Background: an optimization exercise with open tools, aiming at small area. Do not read the settings as production practice. In this exercise RTL edits were held to simulation tests only and were not proved equivalent to the original. No activity file was given, so power comes from the tool's default toggle rates. No driver is modelled on the clock port, so clocking that relies on it looks cheaper here than on a real chip.

v37:
## dmem_wait_responder
module dmem_wait_responder #(
    parameter int DEPTH   = 128,
    parameter int LATENCY = 2
) (
    input  logic        clk_i,
    input  logic        rst_i,
    input  logic        req_valid_i,
    output logic        req_ready_o,
    input  logic        req_write_i,
    input  logic [31:0] req_addr_i,
    input  logic [31:0] req_wdata_i,
    output logic        rsp_valid_o,
    output logic [31:0] rsp_rdata_o,
    output logic        rsp_err_o,
    output logic        busy_o
);
    localparam int NG = 32;         
    localparam int GW = 5;
    localparam int NA = 11;         
    logic [1:0]    r_state;
    logic [3:0]    r_need;          
    logic          r_pol;           
    logic          r_clr_done;      
    logic          r_wr, r_rd, r_err;
    logic          r_rhit;          
    logic          r_whit;          
    logic          r_live_ok;       
    logic [GW-1:0] r_grp;
    logic [1:0]    r_lo;
    logic [31:0]   r_data;          
    logic [31:0]   r_ring [NG][4];
    logic          w_idle, w_acc, w_bad, w_clr, w_pol_nxt;
    logic [1:0]    w_need, w_need_nxt, w_lo_nxt;
    logic          w_busy_nxt, w_wr_nxt, w_rd_nxt;
    logic          w_live_hit, w_reg_hit, w_rhit, w_rsel_any, w_whit;
    logic [NG-1:0] w_rsel, w_ins, w_g, w_gn;
    logic [31:0]   w_yraw, w_y, w_b;
    logic          w_ypol, w_opol, w_hold, w_dpol, w_dpol_nxt, w_src_pol;
    logic [31:0]   w_src, w_dnxt;
    always_comb begin
        w_idle     = (r_state == 2'd0);
        w_acc      = w_idle && req_valid_i;
        w_bad      = (|req_addr_i[1:0]) || (|req_addr_i[31:9]);
        w_clr      = !r_clr_done;
        w_need     = {r_need[3] | r_need[2], r_need[3] | r_need[1]};
        w_live_hit = r_live_ok && req_valid_i && !req_write_i;
        w_reg_hit  = r_rhit;
        w_rhit     = w_reg_hit || (w_idle && req_valid_i && !req_write_i);
        w_rsel_any = w_reg_hit || w_live_hit;
        w_whit     = r_whit;
        w_need_nxt = w_need - 2'd1;
        w_busy_nxt = w_acc || (r_state == 2'd1) || (r_state == 2'd2);
        w_wr_nxt   = w_acc ? (req_write_i && !w_bad)  : r_wr;
        w_rd_nxt   = w_acc ? (!req_write_i && !w_bad) : r_rd;
        w_lo_nxt   = w_acc ? req_addr_i[3:2] : r_lo;
        w_pol_nxt  = r_pol ^ r_need[1];
        w_dpol     = !w_pol_nxt;
        w_dpol_nxt = !(w_pol_nxt ^ r_need[2]);
        w_b        = r_data;
  ...
Size in the first run: about 4100 flip-flops, ~100 I/O pins, about 0.096 mm2 of cells after synthesis.
clock: 7.0 ns
lec_check: 0
cap_margin: 10
cell_pad_in_sites_detail_placement: 0
cell_pad_in_sites_global_placement: 0
core_margin: 2
core_utilization: 78
place_density: 0.8
slew_margin: 10
synth_hierarchical: 1
standard.sh (not shown) runs the stock make flow with config.mk's settings and CLKGATE_MAP_FILE= SYNTH_SCRIPT=/design/flow/synth_recipe.tcl, a recipe that flattens the netlist after the stock synthesis.
==> flow/flow/run.sh <==
#!/bin/bash
# Own flow: the standard layout (standard.sh), with two ORFS arguments changed:
#  - clock tree: larger sink clusters driven by clkbuf_16, no dummy loads;
#  - port buffers: buf_1 instead of the resizer's default choice.
# Every step's full output stays in the ORFS logs under orfs/logs, and make's
# own output in standard.log.
set -euo pipefail
export CTS_ARGS="-sink_clustering_enable -repair_clock_nets -buf_list sky130_fd_sc_hd__clkbuf_16 -sink_clustering_size 28 -sink_clustering_max_diameter 60 -dont_use_dummy_load"
export BUFFER_PORTS_ARGS="-buffer_cell sky130_fd_sc_hd__buf_1"
bash standard.sh > standard.log 2>&1
Setup changes, v37 to v8
-- flow/flow/run.sh --
<<< v37, line 7
set -euo pipefail
export CTS_ARGS="-sink_clustering_enable -repair_clock_nets -buf_list sky130_fd_sc_hd__clkbuf_16 -sink_clustering_size 28 -sink_clustering_max_diameter 60 -dont_use_dummy_load"
export BUFFER_PORTS_ARGS="-buffer_cell sky130_fd_sc_hd__buf_1"
>>> v8, line 7
set -euo pipefail
export CTS_ARGS="-sink_clustering_enable -repair_clock_nets -buf_list sky130_fd_sc_hd__clkbuf_16 -sink_clustering_size 30 -sink_clustering_max_diameter 65 -dont_use_dummy_load"
export BUFFER_PORTS_ARGS="-buffer_cell sky130_fd_sc_hd__buf_1"
-- flow/config.mk --
<<< v37, line 9
export CELL_PAD_IN_SITES_DETAIL_PLACEMENT = 0
export CELL_PAD_IN_SITES_GLOBAL_PLACEMENT = 0
export CORE_MARGIN = 2
export CORE_UTILIZATION = 78
export PLACE_DENSITY = 0.8
export SLEW_MARGIN = 10
>>> v8, line 9
export CELL_PAD_IN_SITES_DETAIL_PLACEMENT = 0
export CELL_PAD_IN_SITES_GLOBAL_PLACEMENT = 1
export CORE_MARGIN = 2
export CORE_UTILIZATION = 70
export PLACE_DENSITY = 0.72
export SLEW_MARGIN = 10
==> summary.txt <==
Total power: v8 below v37
Diff v37 -> v8 | total net switching power | decrease of 0.33 mW
Looking at v37 and v8, the portion of total power attributed to combinational logic is a wash.
Compared to v37, v8 was floorplanned on a bigger die.
Compared with v37, v8 shows a higher number of nets in the layout.
[inputs] v5 vs v8
-- flow/flow/run.sh --
<<< v8, line 7
set -euo pipefail
export CTS_ARGS="-sink_clustering_enable -repair_clock_nets -buf_list sky130_fd_sc_hd__clkbuf_16 -sink_clustering_size 30 -sink_clustering_max_diameter 65 -dont_use_dummy_load"
export BUFFER_PORTS_ARGS="-buffer_cell sky130_fd_sc_hd__buf_1"
>>> v5, line 7
set -euo pipefail
export CTS_ARGS="-sink_clustering_enable -repair_clock_nets -buf_list sky130_fd_sc_hd__clkbuf_16 -sink_clustering_size 32 -sink_clustering_max_diameter 70 -dont_use_dummy_load"
export BUFFER_PORTS_ARGS="-buffer_cell sky130_fd_sc_hd__buf_1"
[summary]
- Changes observed in v5 relative to v8: total routing resource utilization after global routing fell by 0.18 points; basic-gate share of the synthesized area counting and, or, nand and nor cells ~0 delta; wire length per cell after detailed routing dropped 0.49%.
> inputs changed (v5 -> v55)
-- flow/config.mk --
<<< v5, line 11
export CORE_MARGIN = 2
export CORE_UTILIZATION = 70
export PLACE_DENSITY = 0.72
export SLEW_MARGIN = 10
>>> v55, line 11
export CORE_MARGIN = 2
export CORE_UTILIZATION = 75
export PLACE_DENSITY = 0.77
export SLEW_MARGIN = 10
==> comparison <==
- From v5 to v55 the numbers moved as follows: power after layout neither gained nor lost much; clock distribution power essentially unchanged.
- Maximum fanout along the worst path in v55 vs v5: up 4.8%
- In the metrics for v5 and v55, the one carrying the higher final core area utilization is v55.
- Total non-filler cell area in the finished layout (v55 over v5): decrease, 0.31%

static timing again, ports no longer ideal:
The results above use ideal ports. As a check the final layouts listed here were re-extracted and re-timed, cells and wires unchanged. Step 1 (the two cells are an assumption about what drives the block):
set clk [get_ports {clk_i}]
set_driving_cell -lib_cell sky130_fd_sc_hd__clkbuf_16 $clk
set_driving_cell -lib_cell sky130_fd_sc_hd__buf_2 [delete_from_list [all_inputs] $clk]
Step 2 moves the port delays by t, midway between the first and last clock arrival at a register: inputs arrive t later, outputs are due t later. That takes back most of the time a late clock gives input paths. a / b / c = ideal ports / drivers / drivers and shift; a / b = the first two.
run	t (ns)	setup slack, ns	worst hold slack (ns)	clock arrival spread, ns	slew at the worst register clock pin (ns)
v37	0.890	0.166 / 0.002 / 0.002	0.288 / 0.288 / 0.288	0.078 / 0.078	0.12 / 0.12
v8	0.873	0.187 / 0.162 / 0.162	0.296 / 0.296 / 0.296	0.075 / 0.074	0.11 / 0.11
v5	0.881	0.199 / 0.175 / 0.175	0.288 / 0.288 / 0.288	0.082 / 0.083	0.12 / 0.12
v55	0.883	0.215 / 0.189 / 0.189	0.277 / 0.277 / 0.277	0.077 / 0.077	0.12 / 0.12
After both steps setup and hold are still met in every run listed. For v37, which loses most, drivers alone change the setup slack by -0.164 ns; drivers and shift together by -0.164 ns.
